Context: an optimization exercise on an open-source flow, tuned for small area, a short achievable clock period and few clock cycles per item. The choices shown serve that exercise and are no tape-out recipe. RTL that was checked went through simulation tests only; none was proved equivalent to the original.

==> run a <==
// subbytes_stream
module subbytes_stream
#(
   parameter int LANES      = 16,
   parameter int CNT_W      = 32
) (
   input  logic                    clk,
   input  logic                    rst,
   input  logic                    in_valid,
   output logic                    in_ready,
   input  logic [aes_pkg::BYTE_W*LANES-1:0] in_data,
   input  logic                    in_inv,
   input  logic                    in_last,
   output logic                    out_valid,
   input  logic                    out_ready,
   output logic [aes_pkg::BYTE_W*LANES-1:0] out_data,
   output logic                    out_last,
   output logic [CNT_W-1:0]        beat_count
);
==> flow/config.mk <==
export PLATFORM = sky130hd
export DESIGN_NAME = subbytes_stream
export DESIGN_NICKNAME = subbytes_stream
export VERILOG_FILES = /design/flow/design.v
export SDC_FILE = /design/flow/constraint.sdc
export NUM_CORES = 8
export LEC_CHECK = 0
export CAP_MARGIN = 20
export CORE_MARGIN = 2
export CORE_UTILIZATION = 45
export PLACE_DENSITY = 0.6
export SETUP_SLACK_MARGIN = 1.8
export SLEW_MARGIN = 20
export SYNTH_HIERARCHICAL = 1
export SYNTH_MINIMUM_KEEP_SIZE = 0
==> flow/constraint.sdc <==
create_clock -name core_clock -period 5.5 [get_ports {clk}]
set_input_delay 1.1000 -clock core_clock [delete_from_list [all_inputs] [get_ports {clk}]]
set_output_delay 1.1000 -clock core_clock [all_outputs]
set_load 0.01 [all_outputs]
standard.sh (not shown) runs the stock make flow with config.mk's settings and CLKGATE_MAP_FILE= SYNTH_SCRIPT=/design/flow/synth_recipe.tcl, a recipe that flattens the netlist after the stock synthesis.
==> flow/flow/run.sh <==
#!/bin/bash
# The standard layout (standard.sh), except that the port buffers that
# buffer_ports inserts are sky130_fd_sc_hd__buf_2 cells instead of its default pick.
set -euo pipefail
export BUFFER_PORTS_ARGS="-buffer_cell sky130_fd_sc_hd__buf_2"
bash standard.sh > standard_make.log 2>&1
==> inputs of run b, as changes to run a <==
==> flow/run.sh (new file) <==
#!/bin/bash
# synth_recipe.tcl (not shown) runs the flow's synth.tcl, then flattens the netlist and writes it again
# the make line also repeats each setting of config.mk as NAME=value (left out here)
make -C /OpenROAD-flow-scripts/flow DESIGN_CONFIG=/design/flow/config.mk WORK_HOME=/design/flow/orfs CLKGATE_MAP_FILE= SYNTH_SCRIPT=/design/flow/synth_recipe.tcl finish
removed: flow/flow/run.sh
removed: flow/standard.sh
==> inputs of run c, as changes to run a <==
Settings changed: SETUP_SLACK_MARGIN 1.8 to 2.5.
==> flow_summary.html <==
<table>
<tr><th>Metric</th><th>Value</th></tr>
<tr><th colspan="2">Finish</th></tr>
<tr><td>Area growth from synthesis to layout</td><td>32.6%</td></tr>
<tr><td>Share of cells above drive strength 1</td><td>0.287</td></tr>
<tr><th colspan="2">Global routing</th></tr>
<tr><td>Maximum number of pins on one net before global-route repair</td><td>160</td></tr>
<tr><th colspan="2">Outcome</th></tr>
<tr><td>Status</td><td>timing/DRC/antenna clean</td></tr>
<tr><th colspan="2">Detailed routing</th></tr>
<tr><td>Iter 0 DRT Violations</td><td>639</td></tr>
</table>
Source of the figures above: run c

==> flow_summary.html <==
<table>
<tr><th>Metric</th><th>Value</th></tr>
<tr><th colspan="2">Global routing</th></tr>
<tr><td>Busiest metal layer after global routing</td><td>met2</td></tr>
<tr><td>Maximum number of pins on one net before global-route repair</td><td>between 100 and 150</td></tr>
<tr><th colspan="2">Detailed routing</th></tr>
<tr><td>Iter 0 DRT Violations</td><td>just under 700</td></tr>
<tr><th colspan="2">Finish</th></tr>
<tr><td>Area growth from synthesis to layout</td><td>13.8%</td></tr>
<tr><td>Share of cells above drive strength 1</td><td>0.117</td></tr>
<tr><td>Largest registers</td><td>s1_q x192, s2_q x128, cnt_q x32</td></tr>
<tr><th colspan="2">Synthesis</th></tr>
<tr><td>Synth Area per Inst</td><td>10.2 um^2</td></tr>
<tr><td>Synth Area in XOR/XNOR</td><td>0.538</td></tr>
<tr><th colspan="2">Critical path</th></tr>
<tr><td>Slowest cell delay on critical path</td><td>0.44 ns</td></tr>
<tr><th colspan="2">Outcome</th></tr>
<tr><td>Status</td><td>timing/DRC/antenna clean</td></tr>
</table>
Source of the figures above: run a

==> flow_summary.html <==
<table>
<tr><th>Metric</th><th>Value</th></tr>
<tr><th colspan="2">Outcome</th></tr>
<tr><td>Status</td><td>timing/DRC/antenna clean</td></tr>
<tr><th colspan="2">Global routing</th></tr>
<tr><td>Maximum number of pins on one net before global-route repair</td><td>between 150 and 200</td></tr>
<tr><th colspan="2">Finish</th></tr>
<tr><td>Max-area cell class</td><td>multi-input gates</td></tr>
<tr><td>Area growth from synthesis to layout</td><td>20.9%</td></tr>
<tr><td>Total Nets Final</td><td>3880</td></tr>
<tr><th colspan="2">Hold path</th></tr>
<tr><td>Path class of the lowest-slack min-delay path</td><td>flip-flop to flip-flop</td></tr>
<tr><th colspan="2">Clocking</th></tr>
<tr><td>Maximum number of buffers from clock root to sink</td><td>3</td></tr>
<tr><th colspan="2">Detailed routing</th></tr>
<tr><td>Iter 0 DRT Violations</td><td>between 800 and 900</td></tr>
<tr><th colspan="2">Critical path</th></tr>
<tr><td>Count of cell instances traversed by the critical path</td><td>11</td></tr>
<tr><th colspan="2">Synthesis</th></tr>
<tr><td>Mux contribution to synthesized area</td><td>0.0755</td></tr>
</table>
Source of the figures above: run b

Testbench counts of run a, summed over its fixed seeds: cycles 4,112, items 4,096.
Testbench counts of run b, summed over its fixed seeds: cycles 4,112, items 4,096.
Testbench counts of run c, summed over its fixed seeds: cycles 4,112, items 4,096.

* * *

==> build 65: inputs <==
subbytes_stream, a different RTL version from the one above (not shown whole).
// subbytes_stream
module subbytes_stream
#(
   parameter int LANES      = 16,
   parameter int CNT_W      = 32
) (
   input  logic                    clk,
   input  logic                    rst,
   input  logic                    in_valid,
   output logic                    in_ready,
   input  logic [aes_pkg::BYTE_W*LANES-1:0] in_data,
   input  logic                    in_inv,
   input  logic                    in_last,
   output logic                    out_valid,
   input  logic                    out_ready,
   output logic [aes_pkg::BYTE_W*LANES-1:0] out_data,
   output logic                    out_last,
   output logic [CNT_W-1:0]        beat_count
);
clock: 5.5 ns
lec_check: 0
cap_margin: 20
core_margin: 2
core_utilization: 45
cts_buf_list: sky130_fd_sc_hd__clkbuf_4 sky130_fd_sc_hd__clkbuf_8
place_density: 0.6
setup_slack_margin: 2.4
slew_margin: 20
synth_hierarchical: 1
synth_minimum_keep_size: 0
==> flow/flow/run.sh <==
#!/bin/bash
# The standard layout (standard.sh), except that the port buffers that
# buffer_ports inserts are sky130_fd_sc_hd__buf_2 cells instead of its default pick.
set -euo pipefail
export BUFFER_PORTS_ARGS="-buffer_cell sky130_fd_sc_hd__buf_2"
bash standard.sh > standard_make.log 2>&1
==> inputs of build 97, as changes to build 65 <==
SETUP_SLACK_MARGIN = 2.2   (was 2.4)
==> notes <==
- Against build 97, the wire length of build 65 is higher by 4.7%.
- Of build 65 and build 97, build 65 has the higher register-to-register slack (gap 0.13 ns).
- Synthesized cell count is the same in build 65 and build 97.
- In via count, build 65 and build 97 hardly differ.
No run of this note included a check of the RTL's function; only the layout flow was run.

* * *

==> v2: inputs <==
Another version of the RTL of subbytes_stream (not shown whole).
==> flow/config.mk <==
export PLATFORM = sky130hd
export DESIGN_NAME = subbytes_stream
export DESIGN_NICKNAME = subbytes_stream
export VERILOG_FILES = /design/flow/design.v
export SDC_FILE = /design/flow/constraint.sdc
export NUM_CORES = 8
export LEC_CHECK = 0
export CAP_MARGIN = 20
export CORE_MARGIN = 2
export CORE_UTILIZATION = 45
export CTS_BUF_LIST = sky130_fd_sc_hd__clkbuf_4 sky130_fd_sc_hd__clkbuf_8
export CTS_CLUSTER_DIAMETER = 60
export CTS_CLUSTER_SIZE = 30
export PLACE_DENSITY = 0.6
export SETUP_SLACK_MARGIN = 2.2
export SLEW_MARGIN = 20
export SYNTH_HIERARCHICAL = 1
export SYNTH_MINIMUM_KEEP_SIZE = 0
==> flow/constraint.sdc <==
create_clock -name core_clock -period 5.5 [get_ports {clk}]
set_input_delay 1.1000 -clock core_clock [delete_from_list [all_inputs] [get_ports {clk}]]
set_output_delay 1.1000 -clock core_clock [all_outputs]
set_load 0.01 [all_outputs]
Scripts as last shown in full above: flow/flow/run.sh
==> v32: changes against v2 <==
--- a/flow/flow/run.sh
+++ b/flow/flow/run.sh
@@ -5,2 +5,3 @@
 export BUFFER_PORTS_ARGS="-buffer_cell sky130_fd_sc_hd__buf_2"
+export RECOVER_POWER=100
 bash standard.sh > standard_make.log 2>&1
--- a/flow/config.mk
+++ b/flow/config.mk
@@ -11,4 +11,2 @@
 export CTS_BUF_LIST = sky130_fd_sc_hd__clkbuf_4 sky130_fd_sc_hd__clkbuf_8
-export CTS_CLUSTER_DIAMETER = 60
-export CTS_CLUSTER_SIZE = 30
 export PLACE_DENSITY = 0.6
==> v27: changes against v2 <==
--- a/flow/config.mk
+++ b/flow/config.mk
@@ -11,6 +11,4 @@
 export CTS_BUF_LIST = sky130_fd_sc_hd__clkbuf_4 sky130_fd_sc_hd__clkbuf_8
-export CTS_CLUSTER_DIAMETER = 60
-export CTS_CLUSTER_SIZE = 30
 export PLACE_DENSITY = 0.6
-export SETUP_SLACK_MARGIN = 2.2
+export SETUP_SLACK_MARGIN = 2.45
 export SLEW_MARGIN = 20
==> qor summary <==
                                                                               v27                        v2                                              v32
Result of the run                                          complete, no violations   complete, no violations                                  failed layout checks
Layout check failures                                                            -                         -  max-capacitance violations, max-slew violations
Maximum net fanout on the critical path                                         18                        44                                               22
Critical-path top delay cell                              sky130_fd_sc_hd__mux2i_2  sky130_fd_sc_hd__mux2i_2                        sky130_fd_sc_hd__clkbuf_1
Detailed-route wire length per cell                                  15.63 microns             13.96 microns                                    14.05 microns
Normalized max-slew margin                                                  25.84%                    33.47%                                          -39.19%
Number of setup buffers added after CTS                                         11                         1                                                0
Non-clock buffer count                                                         392                       330                                              325
Post-layout util                                                            58.20%                    52.61%                                           51.72%
Maximum Capacitance Violations                                                   0                         0                                                6
Shortest clock period the worst path allows after layout                   2997 ps                   3258 ps                                          4197 ps
Min-delay src                                                            last_q[1]                  inv_q[1]                                        last_q[1]
Worst path buffer plus inverter count                                            3                         2                                                2
Iteration-0 DRC Markers                                                        773                       638                                              640
Number of vias per cell after detailed routing                               4.763                     4.637                                            4.618
Seq/total area                                                              24.42%                    27.01%                                           27.48%
Testbench counts of v2, summed over its fixed seeds: cycles 4,112, items 4,096.
Testbench counts of v32, summed over its fixed seeds: cycles 4,112, items 4,096.
Testbench counts of v27, summed over its fixed seeds: cycles 4,112, items 4,096.

* * *

==> 05-26: inputs <==
subbytes_stream, a different RTL version from the one above (not shown whole).
Settings: LEC_CHECK=0, CAP_MARGIN=20, CORE_MARGIN=2, CORE_UTILIZATION=45, CTS_BUF_LIST=sky130_fd_sc_hd__clkbuf_4 sky130_fd_sc_hd__clkbuf_8, CTS_CLUSTER_DIAMETER=80, CTS_CLUSTER_SIZE=20, PLACE_DENSITY=0.6, SETUP_SLACK_MARGIN=2.3, SLEW_MARGIN=20, SYNTH_HIERARCHICAL=1, SYNTH_MINIMUM_KEEP_SIZE=0; clock period 5.5 ns.
==> flow/flow/run.sh <==
#!/bin/bash
# The standard layout (standard.sh), except that the port buffers that
# buffer_ports inserts are sky130_fd_sc_hd__buf_2 cells instead of its default pick.
set -euo pipefail
export BUFFER_PORTS_ARGS="-buffer_cell sky130_fd_sc_hd__buf_2"
bash standard.sh > standard_make.log 2>&1
==> 04-13: changes against 05-26 <==
--- a/flow/config.mk
+++ b/flow/config.mk
@@ -7,11 +7,9 @@
 export LEC_CHECK = 0
 export CAP_MARGIN = 20
 export CORE_MARGIN = 2
-export CORE_UTILIZATION = 45
+export CORE_UTILIZATION = 50
 export CTS_BUF_LIST = sky130_fd_sc_hd__clkbuf_4 sky130_fd_sc_hd__clkbuf_8
-export CTS_CLUSTER_DIAMETER = 80
-export CTS_CLUSTER_SIZE = 20
-export PLACE_DENSITY = 0.6
+export PLACE_DENSITY = 0.65
 export SETUP_SLACK_MARGIN = 2.3
 export SLEW_MARGIN = 20
 export SYNTH_HIERARCHICAL = 1
==> notes.md <==
multi-input combinational area share=61.5%; status=finished clean; FP Rows=95; met1 Use GR=25.2%; vias per cell=4.98
the above is filed under 04-13

==> notes.md <==
multi-input combinational area share=62.3%; status=finished clean; FP Rows=100; Adder-Cell Fraction of Synth Area=0%; vias per cell=4.71
the above is filed under 05-26

Testbench counts of 05-26, summed over its fixed seeds: cycles 4,112, items 4,096.
Testbench counts of 04-13, summed over its fixed seeds: cycles 4,112, items 4,096.

* * *

==> inputs of job 7271 <==
subbytes_stream with an RTL version that a note above also has.
Settings: LEC_CHECK=0, CAP_MARGIN=20, CORE_MARGIN=2, CORE_UTILIZATION=35, CTS_BUF_LIST=sky130_fd_sc_hd__clkbuf_4 sky130_fd_sc_hd__clkbuf_8, PLACE_DENSITY=0.5, SETUP_SLACK_MARGIN=2.25, SLEW_MARGIN=20, SYNTH_HIERARCHICAL=1, SYNTH_MINIMUM_KEEP_SIZE=0; clock period 5.5 ns.
Scripts as last shown in full above: flow/flow/run.sh
==> job 993: changes against job 7271 <==
- CORE_UTILIZATION: 35 -> 45
- PLACE_DENSITY: 0.5 -> 0.6
- SETUP_SLACK_MARGIN: 2.25 -> 2.2
==> job 1985: changes against job 7271 <==
- CORE_UTILIZATION: 35 -> 55
- PLACE_DENSITY: 0.5 -> 0.7
==> job 6865: changes against job 7271 <==
==> flow/flow/run.sh (replaced) <==
#!/bin/bash
# The standard layout (standard.sh), except that the port buffers that
# buffer_ports inserts are sky130_fd_sc_hd__buf_1 cells instead of its default pick.
set -euo pipefail
export BUFFER_PORTS_ARGS="-buffer_cell sky130_fd_sc_hd__buf_1"
bash standard.sh > standard_make.log 2>&1
- CORE_UTILIZATION: 35 -> 45
- PLACE_DENSITY: 0.5 -> 0.6
- SETUP_SLACK_MARGIN: 2.25 -> 2.3
==> comparison <==
The highest final cell count belongs to job 7271, the lowest to job 1985.
The lowest non-clock buffer count belongs to job 993, the highest to job 6865.
Maximum frequency: job 993 > job 7271 > job 6865 > job 1985.
The lowest routed wire length belongs to job 993, the highest to job 7271.
Testbench counts of job 7271, summed over its fixed seeds: cycles 4,112, items 4,096.
Testbench counts of job 993, summed over its fixed seeds: cycles 4,112, items 4,096.
Testbench counts of job 1985, summed over its fixed seeds: cycles 4,112, items 4,096.
Testbench counts of job 6865, summed over its fixed seeds: cycles 4,112, items 4,096.

* * *

==> inputs of 02-28 <==
Another version of the RTL of subbytes_stream (not shown whole).
Settings: LEC_CHECK=0, CAP_MARGIN=20, CORE_MARGIN=2, CORE_UTILIZATION=45, PLACE_DENSITY=0.6, SETUP_SLACK_MARGIN=2.0, SLEW_MARGIN=20, SYNTH_HIERARCHICAL=1, SYNTH_MINIMUM_KEEP_SIZE=0; clock period 5.5 ns.
run.sh (not shown) runs the stock make flow with config.mk's settings and CLKGATE_MAP_FILE= SYNTH_SCRIPT=/design/flow/synth_recipe.tcl, a recipe that flattens the netlist after the stock synthesis.
Stock flow here: none of the scripts above is used.
==> 06-02: changes against 02-28 <==
--- a/flow/config.mk
+++ b/flow/config.mk
@@ -11,3 +11,3 @@
 export PLACE_DENSITY = 0.6
-export SETUP_SLACK_MARGIN = 2.0
+export SETUP_SLACK_MARGIN = 2.5
 export SLEW_MARGIN = 20
==> qor summary <==
	06-02	02-28
Tightest Pin Transition	777 ps	966 ps
Fraction of area in clock buffers and inverters	0.0264	0.0341
Worst-skew pair later-pin latency	590 ps	600 ps
Worst setup path startpoint	s1_q[104]$_DFFE_PP_	in_data[89]
Critical path's slowest cell	sky130_fd_sc_hd__edfxtp_1	sky130_fd_sc_hd__clkdlybuf4s50_1
Final cell count without fillers	5867	5283
Start-to-end type of the worst setup path	reg2reg	in2reg
Worst EP required	5810 ps	5830 ps
WP data arrival	3810 ps	3800 ps
Relative slew slack	0.482	0.356
Post-route met1 wirelength	37.1 mm	33.1 mm
WL per Instance	16.0 µm	14.8 µm
Routed via count	27300	24400
Met1 track demand over resource	0.254	0.221
Number of non-clock buffers	1181	591
Post-CTS repair timing setup buffer count	583	114
Met2 capacity usage during global routing	0.405	0.332
Worst Clk Skew	28.3 ps	22.9 ps
Status	timing/DRC/antenna clean	timing/DRC/antenna clean
Worst setup slack before clock tree synthesis	1340 ps	1090 ps
Diodes inserted	0	2
Share of cells above drive strength 1	0.426	0.212
No run of this note included a check of the RTL's function; only the layout flow was run.

-- static timing again, ports no longer ideal --
The flow's constraints put no driver on any port. The routed layouts listed below were extracted and timed again, unchanged, in two steps. Step 1 (the two cells are an assumption about what drives the block):
set clk [get_ports {clk}]
set_driving_cell -lib_cell sky130_fd_sc_hd__clkbuf_16 $clk
set_driving_cell -lib_cell sky130_fd_sc_hd__buf_2 [delete_from_list [all_inputs] $clk]
Step 2 also shifts input and output timing later by t, the mid clock arrival at the registers, as if the neighbouring blocks saw the same clock. Three values: no drivers, after step 1, after step 2; two values: the first two.
run | shift t [ns] | setup WS [ns] | worst hold slack (ns) | worst setup path after step 2 | worst slew at a driven data input, ns
run a | 0.631 | 1.963 / 1.957 / 1.326 | 0.420 / 0.420 / 0.420 | input to register | 0.08
run b | 0.621 | 1.855 / 1.858 / 1.267 | 0.423 / 0.423 / 0.423 | input to register | 0.06
run c | 0.621 | 2.474 / 2.350 / 1.728 | 0.417 / 0.417 / 0.417 | input to register | 0.18
build 65 | 0.659 | 2.386 / 2.229 / 1.570 | 0.428 / 0.428 / 0.428 | input to register | 0.22
build 97 | 0.669 | 2.206 / 2.200 / 1.532 | 0.424 / 0.424 / 0.424 | input to register | 0.10
v2 | 0.659 | 2.242 / 2.209 / 1.550 | 0.437 / 0.437 / 0.437 | input to register | 0.12
v32 | 0.675 | 1.303 / 1.167 / 0.492 | 0.429 / 0.429 / 0.429 | input to register | 0.20
v27 | 0.683 | 2.503 / 2.308 / 1.624 | 0.419 / 0.419 / 0.419 | input to register | 0.27
05-26 | 0.736 | 2.375 / 2.269 / 1.533 | 0.437 / 0.437 / 0.437 | input to register | 0.32
04-13 | 0.665 | 2.374 / 2.202 / 1.538 | 0.418 / 0.418 / 0.418 | input to register | 0.23
job 7271 | 0.735 | 2.284 / 2.288 / 1.553 | 0.413 / 0.413 / 0.413 | input to register | 0.11
job 993 | 0.674 | 2.311 / 2.252 / 1.619 | 0.429 / 0.429 / 0.429 | input to register | 0.20
job 1985 | 0.712 | 2.249 / 2.247 / 1.535 | 0.424 / 0.424 / 0.424 | input to register | 0.12
job 6865 | 0.661 | 2.276 / 2.295 / 1.633 | 0.388 / 0.388 / 0.388 | input to register | 0.09
02-28 | 0.649 | 2.038 / 2.023 / 1.427 | 0.417 / 0.417 / 0.417 | input to register | 0.14
06-02 | 0.637 | 2.005 / 2.005 / 1.766 | 0.407 / 0.407 / 0.407 | input to register | 0.20
The setup slack of v27, which loses most, moves by -0.195 ns with the drivers and by -0.879 ns with both steps.
